This design comes from an exercise in tuning for small area and a short achievable clock period on the open sky130 flow, not from production work. Function was checked by simulation only, so behaviour that the tests miss may differ from the original. Power and IR drop assume default switching activity.

==> flow/design.v <==
module peripheral_packet_slave #(
  parameter int DEPTH        = 32,
  parameter int READ_LATENCY = 2
) (
  input  logic        clk,
  input  logic        reset,
  input  logic [3:0]  av_nativeaddress,
  input  logic [3:0]  av_byteenable,
  input  logic        av_read,
  input  logic        av_write,
  input  logic [31:0] av_writedata,
  output logic        av_waitrequest,
  output logic [31:0] av_readdata,
  output logic        av_readdatavalid,
  output logic        av_endofpacket,
  input  logic [31:0] st_data,
  input  logic        st_valid,
  input  logic        st_endofpacket,
  output logic        st_ready
);
  logic [32:0]   mem [32];
  logic [4:0]    wr_ptr, rd_ptr;
  logic [5:0]    pkt_cnt;
  logic          empty, full;
  logic          head_eop;   
  logic [31:0]   scratch [3:15];
  logic          flush, push, pop, rd_acc, clr, inc, dec;
  logic [4:0]    rd_inc;
  logic [5:0]    level, pkt_inc, pkt_dec;
  logic [31:0]   wd_r;
  logic          s0_vld, s0_eop;
  logic [7:0]    s0_mhi;     
  logic [3:0]    s0_mlo;     
  logic [3:0]    s0_ahi;     
  logic [3:0]    s0_alo;     
  logic [11:0]   s0_stat;    
  logic          s1_vld, s1_eop;
  logic [31:0]   s1_dat;
  pkt_slave_waitreq u_waitreq (
    .rd(av_read), .empty(empty), .addr(av_nativeaddress), .y(av_waitrequest)
  );
  pkt_slave_stready u_stready (
    .full(full), .reset(reset), .wr(av_write), .be0(av_byteenable[0]),
    .wd0(av_writedata[0]), .addr(av_nativeaddress), .y(st_ready)
  );
  assign flush    = av_write & (av_nativeaddress == 4'd2) & av_byteenable[0] & av_writedata[0];
  assign push     = st_valid & ~full & ~reset & ~flush;
  assign rd_acc   = av_read & ~av_write & ~(av_nativeaddress == 4'd0 & empty);
  assign pop      = av_read & ~av_write & (av_nativeaddress == 4'd0) & ~empty;
  assign clr      = reset | flush;
  assign level    = {full, wr_ptr - rd_ptr};
  assign rd_inc   = rd_ptr + 5'd1;
  assign inc      = push & st_endofpacket;
  assign dec      = pop & head_eop;
  pkt_slave_incdec u_pkt_incdec (.x(pkt_cnt), .inc(pkt_inc), .dec(pkt_dec));
  always_ff @(posedge clk) begin
    if (~full) mem[wr_ptr] <= {st_endofpacket, st_data};
  end
  always_ff @(posedge clk) begin
    if (clr) begin
      wr_ptr  <= '0;
      rd_ptr  <= '0;
      pkt_cnt <= '0;
      empty   <= 1'b1;
      full    <= 1'b0;
    end else begin
      if (push) wr_ptr <= wr_ptr + 5'd1;
      if (pop)  rd_ptr <= rd_inc;
      if (inc & ~dec)      pkt_cnt <= pkt_inc;
      else if (dec & ~inc) pkt_cnt <= pkt_dec;
      empty   <= (empty & ~push) | (level == 6'd1 & pop & ~push);
      full    <= (full & ~pop) | (level == 6'd31 & push & ~pop);
    end
  end
  always_ff @(posedge clk) begin
    if (pop)        head_eop <= (rd_inc == wr_ptr) ? st_endofpacket : mem[rd_inc][32];
    else if (empty) head_eop <= st_endofpacket;
  end
  assign wd_r = av_writedata & {32{~reset}};
  always_ff @(posedge clk) begin
    for (int a = 3; a < 16; a++)
      for (int b = 0; b < 4; b++)
        if (reset | (av_write & (av_nativeaddress == 4'(a)) & av_byteenable[b]))
          scratch[a][8*b +: 8] <= wd_r[8*b +: 8];
  end
  always_ff @(posedge clk) begin
    s0_vld  <= ~reset & rd_acc;
    s0_eop  <= head_eop & (av_nativeaddress == 4'd0);
    for (int i = 0; i < 8; i++) s0_mhi[i] <= (av_nativeaddress == 4'd0) & (rd_ptr[4:2] == 3'(i));
    for (int i = 0; i < 4; i++) s0_mlo[i] <= (rd_ptr[1:0] == 2'(i));
    for (int i = 0; i < 4; i++) s0_ahi[i] <= (av_nativeaddress[3:2] == 2'(i));
    for (int i = 0; i < 4; i++) s0_alo[i] <= (av_nativeaddress[1:0] == 2'(i));
    s0_stat <= (av_nativeaddress == 4'd1) ? {pkt_cnt, level} : 12'd0;
  end
  logic [31:0] src [45];
  logic [44:0] sel;
  logic [14:0] grp [32];
  logic [31:0] rsp_dat;
  always_comb begin
    for (int i = 0; i < 32; i++) begin
      src[i] = mem[i][31:0];
      sel[i] = s0_mhi[i / 4] & s0_mlo[i % 4];
    end
    for (int k = 3; k < 16; k++) begin
      src[32 + k - 3] = scratch[k];
      sel[32 + k - 3] = s0_ahi[k / 4] & s0_alo[k % 4];
    end
  end
  for (genvar b = 0; b < 32; b++) begin : g_bit
    for (genvar g = 0; g < 15; g++) begin : g_grp
      pkt_slave_aoi222 u_aoi (
        .a0(src[3*g][b]),   .s0(sel[3*g]),
        .a1(src[3*g+1][b]), .s1(sel[3*g+1]),
        .a2(src[3*g+2][b]), .s2(sel[3*g+2]),
        .y (grp[b][g])
      );
    end
  end
  always_comb begin
    for (int b = 0; b < 32; b++) rsp_dat[b] = ~&grp[b];
    rsp_dat = rsp_dat | {10'h000, s0_stat[11:6], 10'h000, s0_stat[5:0]};
  end
  always_ff @(posedge clk) begin
    s1_vld <= ~reset & s0_vld;
    s1_eop <= ~reset & s0_vld & s0_eop;
    s1_dat <= rsp_dat;
  end
  assign av_readdatavalid = s1_vld;
  assign av_readdata      = s1_dat;
  assign av_endofpacket   = s1_eop;
endmodule
module pkt_slave_aoi222 (
  input  logic a0, s0, a1, s1, a2, s2,
  output logic y
);
  assign y = ~((a0 & s0) | (a1 & s1) | (a2 & s2));
endmodule
module pkt_slave_waitreq (
  input  logic       rd, empty,
  input  logic [3:0] addr,
  output logic       y
);
  assign y = rd & (addr == 4'd0) & empty;
endmodule
module pkt_slave_stready (
  input  logic       full, reset, wr, be0, wd0,
  input  logic [3:0] addr,
  output logic       y
);
  assign y = ~full & ~reset & ~(wr & (addr == 4'd2) & be0 & wd0);
endmodule
module pkt_slave_incdec (
  input  logic [5:0] x,
  output logic [5:0] inc, dec
);
  assign inc = x + 6'd1;
  assign dec = x - 6'd1;
endmodule
Settings: LEC_CHECK=0, CAP_MARGIN=20, CORE_MARGIN=2, CORE_UTILIZATION=40, SETUP_SLACK_MARGIN=2.2, SLEW_MARGIN=20, SYNTH_HIERARCHICAL=1; clock period 4.5 ns.
standard.sh (not shown) runs the stock make flow with config.mk's settings and CLKGATE_MAP_FILE= SYNTH_SCRIPT=/design/flow/synth_recipe.tcl, a recipe that flattens the netlist after the stock synthesis.
==> flow/flow/run.sh <==
#!/bin/bash
bash standard.sh \
  BUFFER_PORTS_ARGS="-buffer_cell sky130_fd_sc_hd__buf_2" \
  CTS_ARGS="-sink_clustering_enable -repair_clock_nets -dont_use_dummy_load -sink_clustering_size 24 -sink_clustering_max_diameter 120" \
  finish > make.log 2>&1
The first run completed without violations.
Rerun with:
==> flow/flow/run.sh (replaced) <==
#!/bin/bash
bash standard.sh \
  BUFFER_PORTS_ARGS="-buffer_cell sky130_fd_sc_hd__buf_2" \
  CTS_ARGS="-sink_clustering_enable -repair_clock_nets -dont_use_dummy_load" \
  finish > make.log 2>&1
Clock-buffer cell count grows by 75.
Routed wire length grows by 0.99%.
Sequential power hardly moves.
Rerun with:
==> flow/run.sh (new file) <==
#!/bin/bash
# synth_recipe.tcl (not shown) runs the flow's synth.tcl, then flattens the netlist and writes it again
# the make line also repeats each setting of config.mk as NAME=value (left out here)
make -C /OpenROAD-flow-scripts/flow DESIGN_CONFIG=/design/flow/config.mk WORK_HOME=/design/flow/orfs CLKGATE_MAP_FILE= SYNTH_SCRIPT=/design/flow/synth_recipe.tcl finish
- CTS_CLUSTER_DIAMETER: default -> 150
- CTS_CLUSTER_SIZE: default -> 30
removed: flow/flow/run.sh
removed: flow/standard.sh
Outcome: Combinational power grows by about 6%; via count is lower by 0.63%; global-route usage goes up by 0.21 points; worst setup slack loses 120 ps; routed wire length increases by 1.6%; worst hold slack gains 35 ps; cell count decreases by about 0.33%; die area stays the same.

==> what the ideal ports hide <==
Ports are ideal in the flow. The routed layouts listed here were re-timed in OpenROAD.
Step 1: set_driving_cell puts a clkbuf_16 on clk and a buf_2 on each other input, an assumption about the parent block.
Step 2 times the ports against the registers' clock, not the clock port: input delays grow and output delays shrink by t, the midpoint of the rising clock arrivals with the driver on.
Slacks: ideal / step 1 / step 2; pairs: ideal / step 1.
run	t, ns	setup slack, ns	hold WS [ns]	latest minus earliest clock arrival (ns)	worst data-port slew with drivers (ns)
the first run	0.720	1.925 / 1.925 / 1.566	0.471 / 0.459 / 0.471	0.061 / 0.061	0.12
the second run	0.800	1.958 / 1.936 / 1.492	0.381 / 0.349 / 0.463	0.043 / 0.042	0.10
the third run	0.772	1.837 / 1.837 / 1.607	0.417 / 0.375 / 0.457	0.057 / 0.057	0.10
After both steps setup and hold are still met in every run listed. The setup slack of the second run, which loses most, moves by -0.022 ns with the drivers and by -0.466 ns with both steps.
